What follows belongs to an exercise in optimizing a design on an open flow for small area, a short achievable clock period and few clock cycles per item; a production flow would make more cautious choices.
At most, simulation tests tie the RTL to the original design; equivalence was not proved.
No activity file was given, so power comes from the tool's default toggle rates.

Design planar_pose_dead_reckoning_top, start of the top module:
module planar_pose_dead_reckoning_top (
    input  logic                    i_clk,
    input  logic                    i_rst_n,
    input  logic                    i_valid,
    output logic                    o_ready,
    input  logic signed [VEL_W-1:0] i_linear_velocity,
    input  logic signed [VEL_W-1:0] i_angular_velocity,
    input  logic [DT_W-1:0]         i_step_time,
    output logic                    o_valid,
    input  logic                    i_ready,
    output logic signed [POS_W-1:0] o_pos_x,
    output logic signed [POS_W-1:0] o_pos_y,
    output logic [HEAD_W-1:0]       o_heading,
    output logic signed [VEL_W-1:0] o_speed_echo,
    output logic signed [VEL_W-1:0] o_turn_rate_echo,
    output logic                    o_saturated
);
Size: roughly 610 flip-flops, about 220 I/O pins.
Settings: LEC_CHECK=0, CAP_MARGIN=20, CORE_MARGIN=2, CORE_UTILIZATION=65, SLEW_MARGIN=20, TNS_END_PERCENT=5; clock period 12.5 ns.
standard.sh (not shown) runs the stock make flow with config.mk's settings and CLKGATE_MAP_FILE= SYNTH_SCRIPT=/design/flow/synth_recipe.tcl, a recipe that flattens the netlist after the stock synthesis.
==> flow/flow/run.sh <==
#!/bin/bash
# The standard layout (standard.sh, unchanged synthesis and steps), with
# the timing repair aiming 9 ns below the clock period instead of at it; the
# clock period and constraints are the design's. make's full output goes to
# make_finish.log here, and each ORFS step's log to orfs/logs/.
set -euo pipefail
bash standard.sh SETUP_SLACK_MARGIN=9 finish > make_finish.log 2>&1
Testbench counts at the start, summed over its fixed seeds: cycles 50,560, items 2,400.
Rerun with:
--- a/flow/flow/run.sh
+++ b/flow/flow/run.sh
@@ -3 +3 @@
-# the timing repair aiming 9 ns below the clock period instead of at it; the
+# the timing repair aiming 6.5 ns below the clock period instead of at it; the
@@ -7 +7 @@
-bash standard.sh SETUP_SLACK_MARGIN=9 finish > make_finish.log 2>&1
+bash standard.sh SETUP_SLACK_MARGIN=6.5 finish > make_finish.log 2>&1
Outcome: Worst hold slack barely changes. Worst setup slack is worse by 0.23 ns. Core utilization decreases by 5.0 points. Total power goes down by roughly a tenth. Die area stays the same. Synthesized cell count is unchanged.
Rerun with:
--- a/flow/flow/run.sh
+++ b/flow/flow/run.sh
@@ -3 +3 @@
-# the timing repair aiming 6.5 ns below the clock period instead of at it; the
+# the timing repair aiming 8 ns below the clock period instead of at it; the
@@ -7 +7 @@
-bash standard.sh SETUP_SLACK_MARGIN=6.5 finish > make_finish.log 2>&1
+bash standard.sh SETUP_SLACK_MARGIN=8 finish > make_finish.log 2>&1
The new run produced a clean layout.
Critical path depth increases by 3.
Design area increases by about 3.5%.
Synthesized area is unchanged.
Routed wire length is higher by about 6%.
Setup slack improves by 0.36 ns.
Total power rose by 4.4%.
Via count grows by about 2.8%.
Global-route usage increases by 2.6 points.
Clock-buffer cell count rose by 15.
Core utilization is higher by 2.6 points.
Sequential share of layout area drops by 0.80 points.
Rerun with:
==> flow/flow/run.sh (replaced) <==
#!/bin/bash
# The standard layout, with the timing repair aiming 8 ns below the clock period
set -euo pipefail
bash standard.sh SETUP_SLACK_MARGIN=8 finish > make_finish.log 2>&1
=> The changed run ran to the end with no violations. Non-clock buffer count does not change. Setup slack is unchanged. Critical path depth does not change. Cell area is unchanged. Clock skew stays the same.

---

planar_pose_dead_reckoning_top, a different RTL version from the one above (not shown whole).
export LEC_CHECK = 0
export CAP_MARGIN = 20
export CORE_MARGIN = 2
export CORE_UTILIZATION = 55
export SETUP_SLACK_MARGIN = 5
export SLEW_MARGIN = 20
export TNS_END_PERCENT = 100
create_clock -name core_clock -period 12.5 [get_ports {i_clk}]
run.sh (not shown) runs the stock make flow with config.mk's settings and CLKGATE_MAP_FILE= SYNTH_SCRIPT=/design/flow/synth_recipe.tcl, a recipe that flattens the netlist after the stock synthesis.
Stock flow here: none of the scripts above is used.
Change:
==> flow/flow/run.sh (new file) <==
#!/bin/bash
# The standard layout, with the timing repair aiming 8.5 ns below the clock period
set -euo pipefail
bash standard.sh SETUP_SLACK_MARGIN=8.5 finish > make_finish.log 2>&1
==> flow/standard.sh (new file) <==
#!/bin/bash
# synth_recipe.tcl (not shown) runs the flow's synth.tcl, then flattens the netlist and writes it again
# the make line also repeats each setting of config.mk as NAME=value (left out here)
make -C /OpenROAD-flow-scripts/flow DESIGN_CONFIG=/design/flow/config.mk WORK_HOME=/design/flow/orfs CLKGATE_MAP_FILE= SYNTH_SCRIPT=/design/flow/synth_recipe.tcl "${@:-finish}"
--- a/flow/config.mk
+++ b/flow/config.mk
@@ -11 +10,0 @@
-export SETUP_SLACK_MARGIN = 5
removed: flow/run.sh
The changed run ran to the end with no violations.
Via count goes up by a little under a tenth.
Synthesized area stays the same.
Core utilization is higher by 9.3 points.
No run of this note included a check of the RTL's function; only the layout flow was run.

---

Another version of the RTL of planar_pose_dead_reckoning_top (not shown whole).
For scale: roughly 220 I/O pins, roughly 53000 um^2 of cells after synthesis.
// planar_pose_dead_reckoning_top
module planar_pose_dead_reckoning_top (
    input  logic                    i_clk,
    input  logic                    i_rst_n,
    input  logic                    i_valid,
    output logic                    o_ready,
    input  logic signed [VEL_W-1:0] i_linear_velocity,
    input  logic signed [VEL_W-1:0] i_angular_velocity,
    input  logic [DT_W-1:0]         i_step_time,
    output logic                    o_valid,
    input  logic                    i_ready,
    output logic signed [POS_W-1:0] o_pos_x,
    output logic signed [POS_W-1:0] o_pos_y,
    output logic [HEAD_W-1:0]       o_heading,
    output logic signed [VEL_W-1:0] o_speed_echo,
    output logic signed [VEL_W-1:0] o_turn_rate_echo,
    output logic                    o_saturated
);
export LEC_CHECK = 0
export CAP_MARGIN = 20
export CORE_MARGIN = 2
export CORE_UTILIZATION = 55
export SETUP_SLACK_MARGIN = 5
export SLEW_MARGIN = 20
export TNS_END_PERCENT = 100
create_clock -name core_clock -period 12.5 [get_ports {i_clk}]
Stock flow here: none of the scripts above is used.
Next try:
- CORE_UTILIZATION: 55 -> 40
- SETUP_SLACK_MARGIN: 5 -> unset
- TNS_END_PERCENT: 100 -> unset
After rerunning: The changed run produced a clean layout. Synthesized area does not change. Via count is about the same. Sequential cell count stays the same. Global-route usage shrinks by 7.7 points. First-iteration DRC count shrinks by 2.9%. Hold slack gains 0.0076 ns. Utilization shrinks by 17 points. Setup slack loses 2.6 ns. Combinational power shrinks by 3.8%.
No functional check of the RTL was part of any run of this note.

-- afterwards: timing with drivers on the ports --
No port has a modelled driver above. Below, the same layouts with a new extraction and two added sets of constraints. Step 1 sets driving cells, clkbuf_16 on the clock port and buf_2 on the other inputs (assumed; they add their load-dependent delay and slew). Step 2, shift: input delay + t, output delay - t, t = (earliest + latest rising clock arrival at the registers) / 2. This alone moves slack from input paths to output paths. Three values: ideal, step 1, step 2; two values: the first two.
run | t, ns | setup WS [ns] | hold WS [ns] | worst setup path after step 2 | worst register clock-pin slew, ns
the first run of note 1 | 0.725 | 6.733 / 6.733 / 6.733 | 0.415 / 0.415 / 0.415 | register to register | 0.07 / 0.07
the second run of note 1 | 0.733 | 6.501 / 6.501 / 6.501 | 0.416 / 0.416 / 0.416 | register to register | 0.07 / 0.07
the third run of note 1 | 0.726 | 6.860 / 6.860 / 6.860 | 0.420 / 0.420 / 0.420 | register to register | 0.06 / 0.06
the fourth run of note 1 | 0.726 | 6.860 / 6.860 / 6.860 | 0.420 / 0.420 / 0.420 | register to register | 0.06 / 0.06
the first run of note 2 | 0.712 | 5.438 / 5.438 / 5.438 | 0.456 / 0.456 / 0.456 | register to register | 0.07 / 0.07
the second run of note 2 | 0.734 | 6.341 / 6.341 / 6.341 | 0.462 / 0.462 / 0.462 | register to register | 0.07 / 0.07
the first run of note 3 | 0.725 | 5.435 / 5.435 / 5.435 | 0.447 / 0.447 / 0.447 | register to register | 0.07 / 0.07
the second run of note 3 | 0.740 | 2.846 / 2.846 / 2.846 | 0.454 / 0.454 / 0.454 | register to register | 0.07 / 0.07
After both steps setup and hold are still met in every run listed.
